This design comes from an exercise in tuning for small area, a short achievable clock period and few clock cycles per item on the open sky130 flow, not from production work. Where RTL was checked, it was by simulation tests only, not by an equivalence proof against the original. No functional check of the RTL was part of runs 1 to 3. Power and IR drop assume default switching activity.

### config.mk
export PLATFORM = sky130hd
export DESIGN_NAME = one_shot_timer_bank
export DESIGN_NICKNAME = one_shot_timer_bank
export VERILOG_FILES = /design/flow/design.v
export SDC_FILE = /design/flow/constraint.sdc
export NUM_CORES = 4
export LEC_CHECK = 0
export CAP_MARGIN = 20
export CORE_MARGIN = 2
export CORE_UTILIZATION = 40
export PLACE_DENSITY = 0.6
export SETUP_SLACK_MARGIN = 2.6
export SLEW_MARGIN = 20
### constraint.sdc
create_clock -name core_clock -period 5.0 [get_ports {i_clk}]
set_input_delay 1.0000 -clock core_clock [delete_from_list [all_inputs] [get_ports {i_clk}]]
set_output_delay 1.0000 -clock core_clock [all_outputs]
set_load 0.01 [all_outputs]
### run.sh
#!/bin/bash
# synth_recipe.tcl (not shown) runs the flow's synth.tcl, then flattens the netlist and writes it again
# the make line also repeats each setting of config.mk as NAME=value (left out here)
make -C /OpenROAD-flow-scripts/flow DESIGN_CONFIG=/design/flow/config.mk WORK_HOME=/design/flow/orfs CLKGATE_MAP_FILE= SYNTH_SCRIPT=/design/flow/synth_recipe.tcl finish
### design.v
package ostb_pkg;
    localparam int TIMER_COUNT_DEF = 16;
    localparam int PERIOD_BITS_DEF = 16;
    localparam int CMD_BITS    = 3;
    localparam int INDEX_BITS  = 4;
    localparam int PERIOD_W    = 16;
    localparam int MASK_BITS   = 16;
    localparam int PRESC_BITS  = 8;
    localparam logic [PRESC_BITS-1:0] PRESCALE_RESET = 8'd100;
    typedef enum logic [CMD_BITS-1:0] {
        CMD_TICK       = 3'd0,
        CMD_CONFIGURE  = 3'd1,
        CMD_START      = 3'd2,
        CMD_STOP       = 3'd3,
        CMD_DEINIT     = 3'd4,
        CMD_CLEAR_FLAG = 3'd5,
        CMD_QUERY      = 3'd6,
        CMD_DEINIT_ALL = 3'd7
    } t_cmd;
    typedef enum logic [2:0] {
        S_IDLE,
        S_EXEC,
        S_START_WR,
        S_PASS,
        S_FINISH
    } t_state;
    typedef struct packed {
        logic active;    
        logic expired;   
    } t_step;
endpackage
module ostb_ram #(
    parameter int WIDTH = 16,
    parameter int DEPTH = 16,
    localparam int AW   = (DEPTH > 1) ? $clog2(DEPTH) : 1
) (
    input  logic             i_clk,
    input  logic             i_we,
    input  logic [AW-1:0]    i_waddr,
    input  logic [WIDTH-1:0] i_wdata,
    input  logic [AW-1:0]    i_raddr,
    output logic [WIDTH-1:0] o_rdata
);
    logic [WIDTH-1:0] r_mem [DEPTH];
    logic [WIDTH-1:0] r_rdata;
    always_ff @(posedge i_clk) begin
        if (i_we) begin
            r_mem[i_waddr] <= i_wdata;
        end
        r_rdata <= r_mem[i_raddr];
    end
    assign o_rdata = r_rdata;
endmodule
module ostb_step #(
    parameter int PERIOD_BITS = 16
) (
    input  logic [PERIOD_BITS-1:0] i_period,
    input  logic [PERIOD_BITS-1:0] i_remaining,
    output logic [PERIOD_BITS-1:0] o_remaining,
    output ostb_pkg::t_step        o_res
);
    always_comb begin
        o_res.active  = (i_period != '0) && (i_remaining != '0);
        o_remaining   = i_remaining - PERIOD_BITS'(1);
        o_res.expired = o_res.active && (o_remaining == '0);
    end
endmodule
module one_shot_timer_bank #(
    parameter int TIMER_COUNT = ostb_pkg::TIMER_COUNT_DEF,
    parameter int PERIOD_BITS = ostb_pkg::PERIOD_BITS_DEF
) (
    input  logic                            i_clk,
    input  logic                            i_rst_n,
    input  logic                            i_cfg_we,
    input  logic [ostb_pkg::PRESC_BITS-1:0] i_cfg_wdata,
    input  logic                            i_cmd_valid,
    output logic                            o_cmd_ready,
    input  logic [ostb_pkg::CMD_BITS-1:0]   i_cmd,
    input  logic [ostb_pkg::INDEX_BITS-1:0] i_cmd_index,
    input  logic [ostb_pkg::PERIOD_W-1:0]   i_cmd_period,
    input  logic                            i_cmd_cben,
    output logic                            o_res_valid,
    input  logic                            i_res_ready,
    output logic                            o_res_pass_done,
    output logic [ostb_pkg::MASK_BITS-1:0]  o_res_expired_mask,
    output logic [ostb_pkg::MASK_BITS-1:0]  o_res_fire_mask,
    output logic                            o_res_elapsed
);
    localparam int NT = 16;
    localparam int PB = 16;
    localparam logic [2:0] CMD_TICK       = 3'd0;
    localparam logic [2:0] CMD_CONFIGURE  = 3'd1;
    localparam logic [2:0] CMD_START      = 3'd2;
    localparam logic [2:0] CMD_STOP       = 3'd3;
    localparam logic [2:0] CMD_DEINIT     = 3'd4;
    localparam logic [2:0] CMD_CLEAR_FLAG = 3'd5;
    localparam logic [2:0] CMD_QUERY      = 3'd6;
    localparam logic [2:0] CMD_DEINIT_ALL = 3'd7;
    logic          r_rdy;       
    logic          r_qv;        
    logic [2:0]    r_cmd;
    logic [3:0]    r_idx;
    logic [PB-1:0] r_per;
    logic          r_pnz;       
    logic          r_cb;
    logic x_tick, x_cfg, x_start, x_stop, x_deinit, x_clr, x_dall;
    logic [2:0] n_cmd;
    logic n_space, n_go;
    logic x_pass, n_pn;
    logic [7:0] r_limit;
    logic [7:0] r_presc;
    logic       r_pn;           
    logic [PB-1:0] r_p [NT];
    logic [PB-1:0] r_r [NT];
    logic [NT-1:0] r_pnz_t;     
    logic [NT-1:0] r_rnz_t;     
    logic [NT-1:0] r_flag;
    logic [NT-1:0] r_cben;
    logic          r_ov, r_sv;
    logic [33:0]   r_o, r_s;
    logic          go, pass;
    logic [NT-1:0] sel, active, ones, expd;
    logic [NT-1:0] n_flag, n_pnz, n_rnz;
    logic [33:0]   res;
    logic          out_free;
    logic r_go;
    assign go   = r_go;
    assign pass = x_pass;
    always_comb begin
        for (int t = 0; t < NT; t++) begin
            sel[t]    = (r_idx == 4'(t));
            active[t] = r_pnz_t[t] & r_rnz_t[t];
            ones[t]   = (r_r[t] == PB'(1));
            expd[t]   = pass & active[t] & ones[t];
            n_flag[t] = r_flag[t];
            n_pnz[t]  = r_pnz_t[t];
            n_rnz[t]  = r_rnz_t[t];
            if (expd[t]) begin
                n_flag[t] = 1'b1;
                n_rnz[t]  = 1'b0;
            end
            if (sel[t] & x_cfg) begin
                n_pnz[t]  = r_pnz;
                n_flag[t] = 1'b0;
            end
            if (sel[t] & x_start) n_rnz[t] = r_pnz_t[t];
            if (sel[t] & x_stop)  n_rnz[t] = 1'b0;
            if ((sel[t] & x_deinit) | x_dall) begin
                n_pnz[t]  = 1'b0;
                n_rnz[t]  = 1'b0;
                n_flag[t] = 1'b0;
            end
            if (sel[t] & x_clr) n_flag[t] = 1'b0;
        end
    end
    assign res = {pass, expd, expd & r_cben, n_flag[r_idx]};
    always_ff @(posedge i_clk) begin
        for (int t = 0; t < NT; t++) begin
            if (sel[t] & x_cfg) begin
                r_p[t]    <= r_per;
                r_cben[t] <= r_cb;
            end
            if (sel[t] & x_start) begin
                r_r[t] <= r_p[t];
            end else if (pass & active[t]) begin
                r_r[t] <= r_r[t] - PB'(1);
            end
        end
    end
    assign out_free = !r_ov | i_res_ready;
    logic n_ov, n_sv, n_qv;
    always_comb begin
        n_ov = r_ov;
        n_sv = r_sv;
        if (out_free) begin
            n_ov = r_sv | go;
            n_sv = r_sv & go;
        end else if (go) begin
            n_sv = 1'b1;
        end
        n_qv    = r_rdy ? i_cmd_valid : (r_qv & !go);
        n_space = !(n_ov & n_sv);
        n_go    = n_qv & n_space;
        n_cmd   = r_rdy ? i_cmd : r_cmd;
    end
    always_ff @(posedge i_clk) begin
        if (out_free) begin
            r_o <= r_sv ? r_s : res;
        end
        if (go & (r_sv | !out_free)) begin
            r_s <= res;
        end
    end
    always_ff @(posedge i_clk) begin
        if (r_rdy) begin
            r_cmd <= i_cmd;
            r_idx <= i_cmd_index;
            r_per <= i_cmd_period;
            r_pnz <= (i_cmd_period != '0);
            r_cb  <= i_cmd_cben;
        end
    end
    always_ff @(posedge i_clk) begin
        if (!i_rst_n) begin
            r_rdy   <= 1'b1;
            r_qv    <= 1'b0;
            r_go    <= 1'b0;
            x_tick   <= 1'b0;
            x_cfg    <= 1'b0;
            x_start  <= 1'b0;
            x_stop   <= 1'b0;
            x_deinit <= 1'b0;
            x_clr    <= 1'b0;
            x_dall   <= 1'b0;
            r_ov    <= 1'b0;
            r_sv    <= 1'b0;
            r_limit <= 8'd100;
            r_presc <= '0;
            r_pn    <= 1'b0;
            x_pass  <= 1'b0;
            r_pnz_t <= '0;
            r_rnz_t <= '0;
            r_flag  <= '0;
        end else begin
            r_qv    <= n_qv;
            r_ov    <= n_ov;
            r_sv    <= n_sv;
            r_rdy   <= !n_qv | n_space;
            r_go    <= n_go;
            x_tick   <= n_go && (n_cmd == CMD_TICK);
            x_cfg    <= n_go && (n_cmd == CMD_CONFIGURE);
            x_start  <= n_go && (n_cmd == CMD_START);
            x_stop   <= n_go && (n_cmd == CMD_STOP);
            x_deinit <= n_go && (n_cmd == CMD_DEINIT);
            x_clr    <= n_go && (n_cmd == CMD_CLEAR_FLAG);
            x_dall   <= n_go && (n_cmd == CMD_DEINIT_ALL);
            r_pnz_t <= n_pnz;
            r_rnz_t <= n_rnz;
            r_flag  <= n_flag;
            if (i_cfg_we) begin
                r_limit <= i_cfg_wdata;
            end
            if (x_tick) begin
                r_presc <= pass ? 8'd0 : r_presc + 8'd1;
            end
            r_pn   <= n_pn;
            x_pass <= n_go && (n_cmd == CMD_TICK) && n_pn;
        end
    end
    always_comb begin
        if (x_tick) begin
            if (pass) n_pn = (9'd1 >= {1'b0, r_limit});
            else      n_pn = ({1'b0, r_presc} + 9'd2 >= {1'b0, r_limit});
        end else begin
            n_pn = ({1'b0, r_presc} + 9'd1 >= {1'b0, r_limit});
        end
    end
    assign o_cmd_ready        = r_rdy;
    assign o_res_valid        = r_ov;
    assign o_res_pass_done    = r_o[33];
    assign o_res_expired_mask = r_o[32:17];
    assign o_res_fire_mask    = r_o[16:1];
    assign o_res_elapsed      = r_o[0];
endmodule
==> run_results.csv, run 1 <==
group,metric,value,unit
drt,wl,75.0,mm
yosys,netlist.area_leader.share,0.610,
drt,wl_per_cell,20.6,µm
timing,fmax,392,MHz
job,maxCapViolCount,0,
clock_network,numCtsBuffers,76,
floorplanning,die_height,280,µm
timing,finalSetupTns,0,ps
floorplanning,core.rowCount,101,
clock_network,clk_latency,630,ps
drt,drc,0,
worst_setup_path,start_kind,"flop",
layout,multi_input_area,10100,µm²
drt,ant_nets,0,
global_routing,grt_pass1_wl,113,mm
place,dp_hpwl,46.3,mm
hold_path,hp-class,"reg -> reg",
layout,final_nets,2687,
yosys,syn_nets,2557,
worst_setup_path,worstReg2RegEnd,"r_o[0]",
yosys,ys_seq_area_frac,0.663,
hold_path,holdCritStartpoint,"r_rnz_t[6]",
yosys,netlist_area,30400,µm²
floorplanning,initial_core_util,0.402,
yosys,synth-edff-count,618,
timing,rsz0062_at_grt,"yes",
drt,drt_pass1_iterations,6,
place,portBuffers,72,
timing,slew_headroom,0.278,
yosys,synth_flop_cell,"edfxtp_1",
yosys,ys_ff_latch,698,
layout,num-fill-cells,6724,
global_routing,grt_max_degree,48,
drt,vias,19800,
hold_path,hold_path_end,"r_rnz_t[6]",
timing,finalCritPeriodShare,0.510,
yosys,synth.distinct_cells,74,
clock_network,clk_pin_slew,60,ps
floorplanning,core_area,75600,µm²
drt,drt_iter0_drc,1858,
yosys,synth.most_common_cell,"edfxtp_1",
power,powerDensity,341,nW/µm²
yosys,syn_inst,2470,
global_routing,antenna_found_initial,13,
global_routing,grt_pass1_vias,19300,
floorplanning,pin_count,73,
hold_path,hold_path_depth,2,
clock_network,clockBufferDepth,3,
timing,fin_crit,2550,ps
timing,clock_skew,31.2,ps
timing,finalSetupViolations,0,
clock_network,root_buffer,"clkbuf_16",
status,status,"complete, no violations",
worst_setup_path,end_kind,"flop",
worst_setup_path,cp_max_fo,4,
power,ir_worst_vdd,214,µV
global_routing,grt_use_total,0.189,
layout,regArea,20200,µm²
worst_setup_path,r2r_start,"r_r[7][7]",
yosys,netlist.top_cell.by_area,"edfxtp_1",
layout,layout-drive-gt1-share,0.123,
timing,worst_slew_pin_slew,1080,ps
power,power.leakage,11.5,nW
place,gp_congestion,0.864,
yosys,avgSynthCellArea,12.3,µm²
worst_setup_path,r2r_slack,2450,ps
clock_network,tritoncts,"yes",
timing,hold_violations,0,
worst_setup_path,criticalPathCategory,"reg -> reg",
floorplanning,fp.dieW,280,µm
layout,area_growth,16.0,%
worst_setup_path,r2r_cells,7,
yosys,synthTopCellsByCount,"618 x edfxtp_1, 313 x nand2_1, 236 x o21ai_0",
clock_network,cts_sinks,698,
worst_setup_path,crit_arrival,3030,ps
clock_network,htree_levels,3,
yosys,synth_area_leaders,"edfxtp_1 61%, dfxtp_1 5.3%, o21ai_0 3.9%",
power,finalPower,12.0,mW
drt,viasPerCell,5.43,
yosys,yosysWarnings,3,
yosys,synthArstFlopShare,0,
floorplanning,dieArea,78200,µm²
timing,drv_slew,0,
global_routing,grt_overflow,0,
worst_setup_path,required,5480,ps
-- metrics by stage --
step	util	hold slack [ps]	setup WS [ps]	std cells	area, µm²
4_1_cts	0.464	485	2430	3630	35000
3_3_place_gp	0.428	467	1760	3470	32300
5_1_grt	0.467	499	2360	3636	35300
6_report	0.467	486	2450	3638	35300
3_5_place_dp	0.428	476	1640	3470	32300
2_1_floorplan	-	449	2620	2470	30400
-- flip-flops by register name, indices dropped and copies added (netlist names), 3 cells and up --
register / flops
r_pnz_t: 16
r_cben: 16
r_cmd: 3
r_flag: 16
r_idx: 4
r_presc: 8
r_s: 34
r_r: 256
r_p: 256
r_rnz_t: 16
r_per: 16
r_limit: 8
r_o: 34
-- area by class of cell --
| type | instances | area share |
|---|---|---|
| diodes | 2 | 0.000142 |
| clock buffers | 96 | 0.0584 |
| clock inverters | 40 | 0.00869 |
| inverters | 61 | 0.00660 |
| multi-input cells | 1624 | 0.286 |
| flip-flops and latches | 698 | 0.572 |
| well taps | 978 | 0.0347 |
| repair buffers | 138 | 0.0338 |
| repair inverters | 1 | 0.000213 |
-- cell families after synthesis --
| kind of cell | count (synthesis) | share of synthesized area |
|---|---|---|
| AO/OA/AOI/OAI | 452 | 0.0877 |
| flip-flops | 698 | 0.663 |
| multiplexers | 35 | 0.0130 |
| buffers and inverters | 150 | 0.0186 |
| AND/OR/NAND/NOR | 881 | 0.138 |
| adder cells (fa/ha/maj) | 51 | 0.0209 |
| XOR/XNOR | 203 | 0.0585 |
-- worst max path at each step --
stage | startpoint | endpoint | cells after the start
after global placement | i_rst_n | x_pass | 6
after CTS | r_r[6][1] | r_o[0] | 9
after floorplan | r_r[5][1] | r_o[0] | 9
after detailed placement | i_rst_n | r_rnz_t[14] | 3
after global routing | r_r[5][1] | r_o[0] | 9
final | r_r[7][7] | r_o[0] | 7
-- worst max-delay path, stage by stage (launching register included) --
cell and delay [ps]:
edfxtp_1 430, or3_1 510, nor2_1 190, a41oi_1 220
mux4_2 530, a211oi_2 220, o221ai_2 130, a31oi_2 180
-- placed cells by master (no fill, tap or decap), types with 15 or more instances in the layout --
cell / netlist / layout
edfxtp_1: 618 / 618
nand2_1: 313 / 306
o21ai_0: 236 / 232
nor2_1: 219 / 213
xnor2_1: 120 / 118
xor2_1: 83 / 83
clkbuf_16: 0 / 79
dfxtp_1: 80 / 73
a21oi_1: 73 / 71
nor3_1: 80 / 64
buf_4: 0 / 60
inv_1: 60 / 56
ha_1: 50 / 47
nand3_1: 39 / 38
clkdlybuf4s50_1: 0 / 35
nor4_1: 41 / 32
dlygate4sd2_1: 0 / 29
mux2_2: 27 / 27
o31ai_1: 23 / 22
a211oi_1: 21 / 21
a31oi_1: 20 / 20
nand2b_1: 20 / 19
nor2b_1: 21 / 19
and2_1: 28 / 19
clkinv_1: 0 / 19
or3_1: 17 / 16
and3_1: 17 / 15
a22oi_1: 15 / 15
clkbuf_1: 85 / 15
-- power by group --
| group | internal (mW) | switching [mW] | total (mW) |
|---|---|---|---|
| Sequential | 6.34 | 0.0418 | 6.38 |
| Clock | 3.12 | 2.27 | 5.39 |
| Combinational | 0.0806 | 0.185 | 0.265 |
-- timing repair --
item | in CTS | in global routing
gates cloned | 3 | 2
endpoints found under the hold margin | 0 | 0
gates resized for setup | 113 | 54
hold buffers | 0 | 0
endpoints found under the setup margin | 562 | 349
pin swaps | 7 | 10
setup buffers | 21 | 4
-- layer usage --
metal  share of wire  up-vias  wire (µm)  GRT usage
met1            0.45     9725      33800      0.263
met5               0        -          0          0
met2            0.46      619      34900      0.307
met3           0.062      103       4640     0.0274
li1                -     9319          -          -
met4           0.023        0       1700     0.0594
==> inputs of run 2 (changes only) <==
--- a/config.mk
+++ b/config.mk
@@ -9,4 +9,4 @@
 export CORE_MARGIN = 2
-export CORE_UTILIZATION = 40
-export PLACE_DENSITY = 0.6
+export CORE_UTILIZATION = 60
+export PLACE_DENSITY = 0.7
 export SETUP_SLACK_MARGIN = 2.6
==> run_results.csv, run 2 <==
group,metric,value,unit
worst_setup_path,end_kind,"flop",
power,finalPower,12.1,mW
clock_network,ctsHoldBuffers,0,
global_routing,grt_pass1_wl,112,mm
global_routing,antenna_found_initial,5,
floorplanning,core_area,50100,µm²
worst_setup_path,worstPathBufferInverterCount,1,
drt,wl,73.4,mm
yosys,synthArstFlopShare,0,
yosys,synthTopCellsByCount,"618 x edfxtp_1, 313 x nand2_1, 236 x o21ai_0",
global_routing,grt_pass1_vias,19500,
timing,finalSetupTns,0,ps
timing,fin_crit,2620,ps
drt,vias,20000,
place,gp_congestion,0.889,
layout,diodes,0,
layout,stdcell_area,35200,µm²
clock_network,clk_pin_slew,60,ps
timing,finalSetupViolations,0,
clock_network,clk_latency,610,ps
clock_network,clockBufferDepth,3,
yosys,synth.most_common_cell,"edfxtp_1",
power,p_switching,2.44,mW
worst_setup_path,start_kind,"flop",
power,powerDensity,345,nW/µm²
yosys,synth-edff-count,618,
yosys,avgSynthCellArea,12.3,µm²
clock_network,htree_levels,3,
layout,multi_input_area,10100,µm²
drt,drt_iter0_drc,2095,
hold_path,hp-class,"reg -> reg",
worst_setup_path,cp_max_fo,3,
yosys,synth_area_leaders,"edfxtp_1 61%, dfxtp_1 5.3%, o21ai_0 3.9%",
global_routing,grt_use_total,0.279,
clock_network,tritoncts,"yes",
timing,finalCritPeriodShare,0.524,
timing,hold_violations,0,
layout,num-fill-cells,3558,
place,placed_area,32000,µm²
yosys,syn_nets,2557,
place,dp_hpwl,45.3,mm
yosys,synth_flop_cell,"edfxtp_1",
layout,reg_top3,"r_p (256), r_r (256)",
floorplanning,die_height,229,µm
timing,slew_headroom,0.319,
floorplanning,initial_core_util,0.607,
worst_setup_path,required,5450,ps
worst_setup_path,crit_path_cell_trace,"inv_2 -> ha_4 -> or4b_4 -> nor3_4 -> a21oi_2 -> mux4_2 -> a211oi_2 -> o221ai_2 -> a31oi_2",
power,combinationalPowerShare,0.021,
place,portBuffers,72,
worst_setup_path,crit_family,"simple AND/OR/NAND/NOR gates",
drt,ant_nets,0,
drt,viasPerCell,5.98,
worst_setup_path,criticalPathCategory,"reg -> reg",
floorplanning,pin_count,73,
layout,layout_common_cells,"618 x edfxtp_1, 303 x nand2_1, 233 x o21ai_0",
power,power.leakage,11.7,nW
timing,clock_skew,17.7,ps
power,p_seq_frac,0.526,
drt,drc,0,
worst_setup_path,crit_arrival,3070,ps
layout,regArea,20200,µm²
drt,drt_pass1_iterations,5,
timing,rsz0062_at_grt,"yes",
power,clkPwrFrac,0.453,
timing,fmax,381,MHz
layout,layout-drive-gt1-share,0.127,
floorplanning,core.rowCount,82,
global_routing,grt_max_degree,48,
yosys,syn_inst,2470,
layout,final_nets,2697,
job,maxCapViolCount,0,
yosys,synth.distinct_cells,74,
worst_setup_path,slowest_stage,"or4b_4",
power,intPower,9.70,mW
timing,drv_slew,0,
global_routing,grt_overflow,0,
place,preCtsSetupSlack,1770,ps
yosys,ys_seq_area_frac,0.663,
clock_network,cts_sinks,698,
timing,worst_slew_pin_slew,1020,ps
yosys,ys_ff_latch,698,
place,dp_cells,3162,
power,ir_worst_vdd,311,µV
power,p_sw_frac,0.201,
clock_network,numCtsBuffers,74,
layout,stdcell_count,3341,
yosys,yosysWarnings,3,
yosys,netlist.top_cell.by_area,"edfxtp_1",
yosys,netlist.area_leader.share,0.610,
worst_setup_path,critical_path.max_stage_delay,480,ps
floorplanning,dieArea,52500,µm²
status,status,"complete, no violations",
floorplanning,fp.dieW,229,µm
clock_network,root_buffer,"clkbuf_16",
layout,area_growth,15.7,%
timing,setup_ws,2380,ps
drt,wl_per_cell,22.0,µm
layout,layout_commonest_cell,"edfxtp_1",
yosys,netlist_area,30400,µm²
## run 2: routing by layer
metal / track usage / wire length, µm / vias up
li1: - / - / 9324
met1: 0.394 / 31500 / 9722
met2: 0.439 / 34000 / 778
met3: 0.0524 / 5730 / 143
met4: 0.0952 / 2090 / 2
met5: 0 / 8 / -
## run 2: layout make-up
cell class / count / area share
clock buffer: 105 / 0.0595
clock inverter: 30 / 0.00914
inverter: 61 / 0.00661
multi-input combinational: 1624 / 0.288
sequential: 698 / 0.573
tap: 672 / 0.0239
timing repair buffer: 150 / 0.0393
timing repair inverter: 1 / 0.000213
## run 2: timing repair
item                                    4_1_cts  5_1_grt
pin swaps                                     9       14
buffers inserted                             18       22
gates resized for setup                     103       66
endpoints found under the setup margin      538      429
cloned                                        2        2
hold endpoints to repair                      0        0
## run 2: kinds of logic (layout without fill, tap and decap cells)
kind of cell	after synthesis	count (layout)	share of synthesized area
AO/OA/AOI/OAI	452	452	0.0877
XOR/XNOR	203	203	0.0585
adder cells (fa/ha/maj)	51	51	0.0209
buffers and inverters	150	347	0.0186
flip-flops	698	698	0.663
multiplexers	35	35	0.0130
AND/OR/NAND/NOR	881	883	0.138
## run 2: metrics by stage
step,utilization,hold WS [ps]
finish,0.703,485
global route,0.703,518
CTS,0.694,485
detailed placement,0.638,476
global placement,0.638,464
floorplan,-,449
## run 2: final timing paths
kind                            startpoint  depth (start not counted)  slack [ps]         end
worst max-delay path             r_r[6][1]                          9        2380      r_o[0]
worst min-delay path            r_rnz_t[6]                          2         490  r_rnz_t[6]
worst max register to register   r_r[6][1]                          9        2380      r_o[0]
worst min register to register  r_rnz_t[6]                          2         490  r_rnz_t[6]
## run 2: power by group through the flow
stage | logic [mW] | clock network (mW) | registers [mW]
CTS | 0.243 | 5.56 | 6.39
global route | 0.268 | 5.78 | 6.38
finish | 0.254 | 5.50 | 6.39
floorplan | 0.0804 | 0 | 6.49
detailed placement | 0.243 | 0 | 6.51
global placement | 0.233 | 0 | 6.51
## run 2: worst reg2reg max path: cells and delay by family, from the launching register on
kind / cells / cell delay, ps
AND/OR/NAND/NOR: 2 / 700
AO/OA/AOI/OAI: 4 / 660
multiplexers: 1 / 480
flip-flops: 1 / 410
adder cells (fa/ha/maj): 1 / 110
buffers and inverters: 1 / 100
==> inputs of run 3 (changes only) <==
--- a/design.v
+++ b/design.v
@@ -101,3 +101,3 @@
     logic [2:0]    r_cmd;
-    logic [3:0]    r_idx;
+    logic [NT-1:0] r_sel;       
     logic [PB-1:0] r_per;
@@ -130,3 +130,2 @@
         for (int t = 0; t < NT; t++) begin
-            sel[t]    = (r_idx == 4'(t));
             active[t] = r_pnz_t[t] & r_rnz_t[t];
@@ -155,3 +154,4 @@
     end
-    assign res = {pass, expd, expd & r_cben, n_flag[r_idx]};
+    assign sel = r_sel;
+    assign res = {pass, expd, expd & r_cben, |(n_flag & r_sel)};
     always_ff @(posedge i_clk) begin
@@ -162,7 +162,4 @@
             end
-            if (sel[t] & x_start) begin
-                r_r[t] <= r_p[t];
-            end else if (pass & active[t]) begin
-                r_r[t] <= r_r[t] - PB'(1);
-            end
+            r_r[t] <= (sel[t] & x_start) ? r_p[t]
+                                         : r_r[t] - PB'(pass & active[t]);
         end
@@ -196,3 +193,3 @@
             r_cmd <= i_cmd;
-            r_idx <= i_cmd_index;
+            r_sel <= NT'(1) << i_cmd_index;
             r_per <= i_cmd_period;
--- a/config.mk
+++ b/config.mk
@@ -7,6 +7,7 @@
 export LEC_CHECK = 0
+export ABC_AREA = 1
 export CAP_MARGIN = 20
 export CORE_MARGIN = 2
-export CORE_UTILIZATION = 60
-export PLACE_DENSITY = 0.7
+export CORE_UTILIZATION = 40
+export PLACE_DENSITY = 0.6
 export SETUP_SLACK_MARGIN = 2.6
==> run_results.csv, run 3 <==
group,metric,value,unit
status,status,"complete, no violations",
yosys,avgSynthCellArea,9.48,µm²
clock_network,clockBufferDepth,3,
timing,clock_skew,23.8,ps
timing,fmax,422,MHz
worst_setup_path,start_kind,"flop",
yosys,synth_area_leaders,"edfxtp_1 38%, dfxtp_1 23%, nand2_1 9.6%",
global_routing,grt_use_total,0.193,
yosys,synthTopCellsByCount,"753 x nand2_1, 455 x nor2_1, 374 x edfxtp_1",
power,ir_worst_vdd,230,µV
global_routing,grt_pass1_vias,19800,
yosys,netlist_area,29500,µm²
timing,finalCritPeriodShare,0.474,
timing,drv_slew,0,
drt,viasPerCell,4.97,
worst_setup_path,r2r_start,"x_pass",
worst_setup_path,crit_family,"simple AND/OR/NAND/NOR gates",
yosys,netlist.area_leader.share,0.381,
yosys,ys_seq_area_frac,0.609,
drt,wl_per_cell,17.2,µm
clock_network,numCtsBuffers,75,
layout,layout_common_cells,"744 x nand2_1, 435 x nor2_1, 374 x edfxtp_1",
timing,holdWs,420,ps
job,maxCapViolCount,0,
worst_setup_path,slowest_stage,"dfxtp_4",
drt,ant_nets,0,
drt,drt_pass1_iterations,5,
drt,wl,73.0,mm
layout,final_nets,3315,
clock_network,htree_levels,3,
place,gp_congestion,0.845,
hold_path,holdCritStartpoint,"r_p[14][14]",
timing,finalSetupTns,0,ps
yosys,synth.distinct_cells,50,
floorplanning,pin_count,73,
clock_network,clk_latency,620,ps
worst_setup_path,crit_path_cell_trace,"buf_8 -> inv_6 -> nor2_4 -> ha_1 -> ha_1 -> nand2_1 -> nor2_2 -> nand2_2 -> or3_4 -> nor2_4 -> nand2_1 -> xnor2_2 -> nand2_1 -> nand2_1",
layout,area_growth,16.2,%
clock_network,tritoncts,"yes",
worst_setup_path,worstPathBufferInverterCount,2,
drt,drc,0,
clock_network,clk_pin_slew,70,ps
yosys,synth_fa_ha_area_frac,0.0212,
worst_setup_path,end_kind,"flop",
worst_setup_path,critPathLaunch,"x_pass",
timing,worst_slew_pin_slew,1050,ps
worst_setup_path,crit_arrival,2870,ps
yosys,synthXorXnorAreaFrac,0.0398,
yosys,yosysWarnings,3,
place,dp_hpwl,47.0,mm
worst_setup_path,required,5500,ps
worst_setup_path,critical_path.max_stage_delay,400,ps
yosys,yosys.area_share.simple,0.219,
worst_setup_path,crit_path_frequent_cell,"nand2_1",
yosys,ys_ff_latch,710,
global_routing,antenna_found_initial,12,
worst_setup_path,cp_max_fo,7,
power,power.leakage,14.0,nW
floorplanning,core.rowCount,99,
timing,hold_violations,0,
floorplanning,dieArea,75900,µm²
drt,vias,21100,
yosys,synthArstFlopShare,0,
global_routing,grt_overflow,0,
layout,reg_top3,"r_p (256), r_r (256)",
timing,rsz0062_at_grt,"yes",
yosys,synthMuxAreaShare,0.000339,
yosys,synth.most_common_cell,"nand2_1",
clock_network,root_buffer,"clkbuf_16",
floorplanning,die_height,276,µm
floorplanning,initial_core_util,0.404,
power,finalPower,12.8,mW
yosys,synth-edff-count,374,
yosys,syn_nets,3198,
yosys,synth_flop_cell,"edfxtp_1",
floorplanning,core_area,73000,µm²
yosys,synth_compound_area_frac,0.0660,
timing,fin_crit,2370,ps
layout,layout_commonest_cell,"nand2_1",
clock_network,cts_sinks,710,
global_routing,grt_pass1_wl,112,mm
layout,layout-drive-gt1-share,0.103,
timing,finalSetupViolations,0,
global_routing,grt_max_degree,45,
timing,slew_headroom,0.296,
yosys,netlist.top_cell.by_area,"edfxtp_1",
floorplanning,fp.dieW,276,µm
drt,drt_iter0_drc,1610,
worst_setup_path,r2r_slack,2630,ps
yosys,syn_inst,3111,
power,powerDensity,374,nW/µm²
hold_path,hp-class,"reg -> reg",
yosys,synth_top_family_by_area,"simple AND/OR/NAND/NOR gates",
worst_setup_path,criticalPathCategory,"reg -> reg",
place,portBuffers,72,
==> run 3: worst paths after layout <==
| check | to | depth (start not counted) |
|---|---|---|
| worst max-delay path | r_r[3][14] | 14 |
| worst min-delay path | r_r[14][14] | 2 |
| worst max register to register | r_r[3][14] | 14 |
| worst min register to register | r_r[14][14] | 2 |
==> run 3: tightest hold or removal path, stage by stage (launching register included) <==
cell	delay (ps)
edfxtp_1	320
nand2_1	50
nand2_1	50
==> run 3: per-stage QoR <==
step,setup WS (ps),cells,util,area (µm²)
after floorplan,2560,3111,-,29500
after global placement,1540,4094,0.429,31300
after detailed placement,1540,4094,0.429,31300
after CTS,2550,4238,0.465,33900
after global routing,2480,4249,0.470,34300
final,2630,4251,0.470,34300
==> run 3: layout make-up <==
cell class,count,area [µm²]
multi-input combinational,2057,10500
timing repair buffer,109,975
clock inverter,36,398
sequential,710,18000
clock buffer,103,2080
tap,959,1200
fill,6864,38700
inverter,275,1100
antenna,2,5.00
==> run 3: power by group <==
group / internal [mW] / leakage [nW] / switching, mW
Combinational: 0.251 / 6.54 / 0.423
Clock: 3.30 / 1.21 / 2.32
Sequential: 6.32 / 6.28 / 0.210
Total: 9.87 / 14.0 / 2.96
==> run 3: metal layers <==
metal	global-route usage	vias up	share of wire
met3	0.0306	123	0.054
met2	0.299	481	0.44
li1	-	10600	-
met5	0	-	0.00027
met4	0.0669	4	0.031
met1	0.274	9935	0.48
==> run 3: cells by family (layout without fill, tap and decap cells) <==
logic type	Yosys count	count (layout)
AND/OR/NAND/NOR	1526	1527
flip-flops	710	710
AO/OA/AOI/OAI	345	345
buffers and inverters	345	523
XOR/XNOR	134	134
adder cells (fa/ha/maj)	50	50
multiplexers	1	1
other	0	2
==> run 3: timing repair <==
action | in CTS | in global routing
gates cloned | 1 | 0
hold buffers | 0 | 0
buffers inserted | 4 | 11
pin swaps | 3 | 15
setup endpoints to repair | 274 | 55
gates resized for setup | 99 | 80
==> inputs of run 4 (changes only) <==
--- a/design.v
+++ b/design.v
@@ -100,4 +100,5 @@
     logic          r_qv;        
+    logic          r_space;     
     logic [2:0]    r_cmd;
-    logic [NT-1:0] r_sel;       
+    logic [3:0]    r_idx;
     logic [PB-1:0] r_per;
@@ -106,5 +107,2 @@
     logic x_tick, x_cfg, x_start, x_stop, x_deinit, x_clr, x_dall;
-    logic [2:0] n_cmd;
-    logic n_space, n_go;
-    logic x_pass, n_pn;
     logic [7:0] r_limit;
@@ -125,7 +123,16 @@
     logic          out_free;
-    logic r_go;
-    assign go   = r_go;
-    assign pass = x_pass;
+    assign go   = r_qv & r_space;
+    assign pass = x_tick & r_pn;
+    always_comb begin
+        x_tick   = go && (r_cmd == CMD_TICK);
+        x_cfg    = go && (r_cmd == CMD_CONFIGURE);
+        x_start  = go && (r_cmd == CMD_START);
+        x_stop   = go && (r_cmd == CMD_STOP);
+        x_deinit = go && (r_cmd == CMD_DEINIT);
+        x_clr    = go && (r_cmd == CMD_CLEAR_FLAG);
+        x_dall   = go && (r_cmd == CMD_DEINIT_ALL);
+    end
     always_comb begin
         for (int t = 0; t < NT; t++) begin
+            sel[t]    = (r_idx == 4'(t));
             active[t] = r_pnz_t[t] & r_rnz_t[t];
@@ -154,4 +161,3 @@
     end
-    assign sel = r_sel;
-    assign res = {pass, expd, expd & r_cben, |(n_flag & r_sel)};
+    assign res = {pass, expd, expd & r_cben, n_flag[r_idx]};
     always_ff @(posedge i_clk) begin
@@ -162,4 +168,7 @@
             end
-            r_r[t] <= (sel[t] & x_start) ? r_p[t]
-                                         : r_r[t] - PB'(pass & active[t]);
+            if (sel[t] & x_start) begin
+                r_r[t] <= r_p[t];
+            end else if (pass & active[t]) begin
+                r_r[t] <= r_r[t] - PB'(1);
+            end
         end
@@ -177,6 +186,3 @@
         end
-        n_qv    = r_rdy ? i_cmd_valid : (r_qv & !go);
-        n_space = !(n_ov & n_sv);
-        n_go    = n_qv & n_space;
-        n_cmd   = r_rdy ? i_cmd : r_cmd;
+        n_qv = r_rdy ? i_cmd_valid : (r_qv & !go);
     end
@@ -193,3 +199,3 @@
             r_cmd <= i_cmd;
-            r_sel <= NT'(1) << i_cmd_index;
+            r_idx <= i_cmd_index;
             r_per <= i_cmd_period;
@@ -203,10 +209,3 @@
             r_qv    <= 1'b0;
-            r_go    <= 1'b0;
-            x_tick   <= 1'b0;
-            x_cfg    <= 1'b0;
-            x_start  <= 1'b0;
-            x_stop   <= 1'b0;
-            x_deinit <= 1'b0;
-            x_clr    <= 1'b0;
-            x_dall   <= 1'b0;
+            r_space <= 1'b1;
             r_ov    <= 1'b0;
@@ -216,3 +215,2 @@
             r_pn    <= 1'b0;
-            x_pass  <= 1'b0;
             r_pnz_t <= '0;
@@ -224,11 +222,4 @@
             r_sv    <= n_sv;
-            r_rdy   <= !n_qv | n_space;
-            r_go    <= n_go;
-            x_tick   <= n_go && (n_cmd == CMD_TICK);
-            x_cfg    <= n_go && (n_cmd == CMD_CONFIGURE);
-            x_start  <= n_go && (n_cmd == CMD_START);
-            x_stop   <= n_go && (n_cmd == CMD_STOP);
-            x_deinit <= n_go && (n_cmd == CMD_DEINIT);
-            x_clr    <= n_go && (n_cmd == CMD_CLEAR_FLAG);
-            x_dall   <= n_go && (n_cmd == CMD_DEINIT_ALL);
+            r_space <= !(n_ov & n_sv);
+            r_rdy   <= !n_qv | !(n_ov & n_sv);
             r_pnz_t <= n_pnz;
@@ -240,14 +231,12 @@
             if (x_tick) begin
-                r_presc <= pass ? 8'd0 : r_presc + 8'd1;
-            end
-            r_pn   <= n_pn;
-            x_pass <= n_go && (n_cmd == CMD_TICK) && n_pn;
-        end
-    end
-    always_comb begin
-        if (x_tick) begin
-            if (pass) n_pn = (9'd1 >= {1'b0, r_limit});
-            else      n_pn = ({1'b0, r_presc} + 9'd2 >= {1'b0, r_limit});
-        end else begin
-            n_pn = ({1'b0, r_presc} + 9'd1 >= {1'b0, r_limit});
+                if (r_pn) begin
+                    r_presc <= '0;
+                    r_pn    <= (9'd1 >= {1'b0, r_limit});
+                end else begin
+                    r_presc <= r_presc + 8'd1;
+                    r_pn    <= ({1'b0, r_presc} + 9'd2 >= {1'b0, r_limit});
+                end
+            end else begin
+                r_pn <= ({1'b0, r_presc} + 9'd1 >= {1'b0, r_limit});
+            end
         end
--- a/config.mk
+++ b/config.mk
@@ -7,3 +7,2 @@
 export LEC_CHECK = 0
-export ABC_AREA = 1
 export CAP_MARGIN = 20
@@ -12,3 +11,2 @@
 export PLACE_DENSITY = 0.6
-export SETUP_SLACK_MARGIN = 2.6
 export SLEW_MARGIN = 20
==> run_results.csv, run 4 <==
group,metric,value,unit
drt,drt_iter0_drc,2052,
worst_setup_path,slowest_stage,"or3_1",
layout,layout-drive-gt1-share,0.0845,
clock_network,tritoncts,"yes",
yosys,synth.distinct_cells,61,
power,powerDensity,338,nW/µm²
hold_path,hold_path_end,"r_p[11][13]",
layout,num-fill-cells,6665,
yosys,ys_ff_latch,691,
floorplanning,core_area,74600,µm²
global_routing,grt_max_degree,49,
yosys,synth-edff-count,621,
drt,vias,19700,
drt,viasPerCell,5.43,
layout,layout_common_cells,"621 x edfxtp_1, 340 x nand2_1, 251 x o21ai_0",
worst_setup_path,r2r_slack,1710,ps
yosys,synth_flop_cell,"edfxtp_1",
timing,finalSetupTns,0,ps
clock_network,clockBufferDepth,3,
timing,fmax,304,MHz
timing,clock_skew,30.3,ps
yosys,netlist.top_cell.by_area,"edfxtp_1",
yosys,netlist.area_leader.share,0.617,
clock_network,numCtsBuffers,74,
clock_network,clk_latency,620,ps
clock_network,htree_levels,3,
yosys,ys_seq_area_frac,0.663,
layout,final_core_utilization,0.466,
worst_setup_path,critical_path.max_stage_delay,710,ps
clock_network,cts_resized,0,
worst_setup_path,end_kind,"flop",
drt,drt_pass1_iterations,5,
global_routing,grt_pass1_vias,19000,
worst_setup_path,cp_max_fo,31,
yosys,syn_nets,2545,
floorplanning,fp.dieW,279,µm
yosys,netlist_area,30200,µm²
floorplanning,core.rowCount,100,
clock_network,root_buffer,"clkbuf_16",
hold_path,holdCritStartpoint,"r_per[13]",
place,dp_cells,3492,
place,dp_hpwl,47.5,mm
hold_path,hp-class,"reg -> reg",
layout,reg_top3,"r_p (256), r_r (256)",
layout,layout_commonest_cell,"edfxtp_1",
worst_setup_path,worstPathBufferInverterCount,2,
clock_network,ctsHoldBuffers,0,
worst_setup_path,crit_path_frequent_cell,"buf_4",
timing,drv_slew,0,
floorplanning,pin_count,73,
drt,wl,73.2,mm
worst_setup_path,start_kind,"flop",
timing,finalCritPeriodShare,0.659,
yosys,syn_inst,2458,
status,status,"complete, no violations",
yosys,synth.most_common_cell,"edfxtp_1",
place,gp_congestion,0.865,
floorplanning,initial_core_util,0.405,
yosys,synthTopCellsByCount,"621 x edfxtp_1, 340 x nand2_1, 258 x o21ai_0",
layout,final_nets,2688,
yosys,yosysWarnings,3,
floorplanning,die_height,279,µm
layout,area_growth,14.8,%
global_routing,antenna_found_initial,6,
power,power.leakage,10.9,nW
clock_network,cts_sinks,691,
drt,wl_per_cell,20.2,µm
timing,rsz0062_at_grt,"no",
timing,fin_crit,3290,ps
clock_network,post_cts_buffers,0,
layout,diodes,0,
place,portBuffers,72,
worst_setup_path,crit_cells,6,
worst_setup_path,required,5220,ps
yosys,avgSynthCellArea,12.3,µm²
global_routing,grt_use_total,0.187,
worst_setup_path,crit_family,"simple AND/OR/NAND/NOR gates",
drt,ant_nets,0,
worst_setup_path,crit_arrival,3510,ps
layout,stdcell_count,3621,
worst_setup_path,r2r_cells,6,
floorplanning,dieArea,77800,µm²
worst_setup_path,worstReg2RegEnd,"r_r[12][11]",
drt,drc,0,
hold_path,hold_path_depth,0,
yosys,synthArstFlopShare,0,
job,maxCapViolCount,0,
global_routing,grt_pass1_wl,112,mm
yosys,synth_area_leaders,"edfxtp_1 62%, dfxtp_1 4.6%, o21ai_0 4.3%",
worst_setup_path,crit_path_cell_trace,"nand3b_1 -> or3_1 -> buf_4 -> nor2_1 -> buf_4 -> a21o_1",
power,ir_worst_vdd,207,µV
clock_network,clk_pin_slew,60,ps
timing,hold_violations,0,
worst_setup_path,criticalPathCategory,"reg -> reg",
worst_setup_path,r2r_start,"r_cmd[2]",
timing,finalSetupViolations,0,
timing,worst_slew_pin_slew,1100,ps
global_routing,grt_overflow,0,
timing,slew_headroom,0.270,
run 4: final cells by class:
| cell class | count | area, µm² | area share |
|---|---|---|---|
| Timing Repair Buffer | 149 | 1350 | 0.0388 |
| Clock buffer | 102 | 2040 | 0.0587 |
| Tap cell | 969 | 1210 | 0.0349 |
| Inverter | 51 | 191 | 0.00551 |
| Multi-Input combinational cell | 1634 | 9690 | 0.279 |
| Sequential cell | 691 | 20100 | 0.578 |
| Clock inverter | 25 | 190 | 0.00548 |
run 4: kinds of logic (layout without fill, tap and decap cells):
group	after synthesis	after routing	share of synthesized area
AO/OA/AOI/OAI	435	435	0.0817
multiplexers	41	41	0.0150
adder cells (fa/ha/maj)	50	50	0.0207
XOR/XNOR	209	209	0.0605
AND/OR/NAND/NOR	899	899	0.142
buffers and inverters	133	327	0.0169
flip-flops	691	691	0.663
run 4: how the worst max path moves through the flow:
stage | start | end | slack, ps
finish | r_cmd[2] | r_r[12][11] | 1710
global route | r_cmd[2] | r_r[12][9] | 1490
floorplan | r_cmd[2] | r_r[0][0] | 1820
detailed placement | i_res_ready | r_s[9] | 1680
global placement | r_cmd[2] | r_r[14][11] | 1660
CTS | r_cmd[2] | r_r[12][10] | 1730
run 4: metal layers:
| metal | vias up | track usage | wire, µm |
|---|---|---|---|
| li1 | 9320 | - | - |
| met1 | 9632 | 0.265 | 33400 |
| met2 | 599 | 0.298 | 33500 |
| met3 | 116 | 0.0329 | 4790 |
| met4 | 0 | 0.0499 | 1530 |
| met5 | - | 0 | 0 |
run 4: through the flow:
stage / hold slack (ps) / total power, mW / setup WS (ps) / instance area [µm²]
after CTS: 481 / 11.8 / 1730 / 34700
final: 468 / 11.7 / 1710 / 34700
after floorplan: 458 / 6.53 / 1820 / 30200
after global routing: 507 / 12.1 / 1490 / 34700
after detailed placement: 466 / 6.72 / 1680 / 32400
after global placement: 439 / 6.71 / 1660 / 32400
run 4: power breakdown:
| part | internal, mW | switching, mW | total (mW) |
|---|---|---|---|
| Combinational | 0.0908 | 0.169 | 0.260 |
| Sequential | 6.29 | 0.0552 | 6.34 |
| Clock | 2.95 | 2.18 | 5.13 |
| Total | 9.32 | 2.41 | 11.7 |
Testbench counts of run 4, summed over its fixed seeds: cycles 4,816, items 4,800.

-- separate check: timing with driven ports --
The results above use ideal ports. As a check the final layouts listed here were re-extracted and re-timed, cells and wires unchanged.
Step 1, drivers: a clkbuf_16 drives i_clk and a buf_2 each remaining input, both assumed.
Step 2 adds t to the input delays and takes it off the output delays; t is the mean of the earliest and latest rising clock arrival at the registers after step 1. Input paths then give back, and output paths get back, about the clock's delay inside the block.
a / b / c = ideal / step 1 / step 2; a / b = the first two.
run | t (ns) | slack for setup (ns) | latest minus earliest clock arrival (ns) | worst data-port slew with drivers (ns) | pins driven straight from the clock port
run 1 | 0.675 | 2.450 / 2.450 / 2.051 | 0.032 / 0.032 | 0.05 | 1
run 2 | 0.655 | 2.378 / 2.378 / 2.047 | 0.018 / 0.019 | 0.10 | 1
run 3 | 0.667 | 2.631 / 2.575 / 1.999 | 0.025 / 0.025 | 0.11 | 1
run 4 | 0.665 | 1.706 / 1.706 / 1.706 | 0.031 / 0.031 | 0.04 | 1
After both steps setup and hold are still met in every run listed. The setup slack of run 3, which loses most, moves by -0.056 ns with the drivers and by -0.632 ns with both steps.
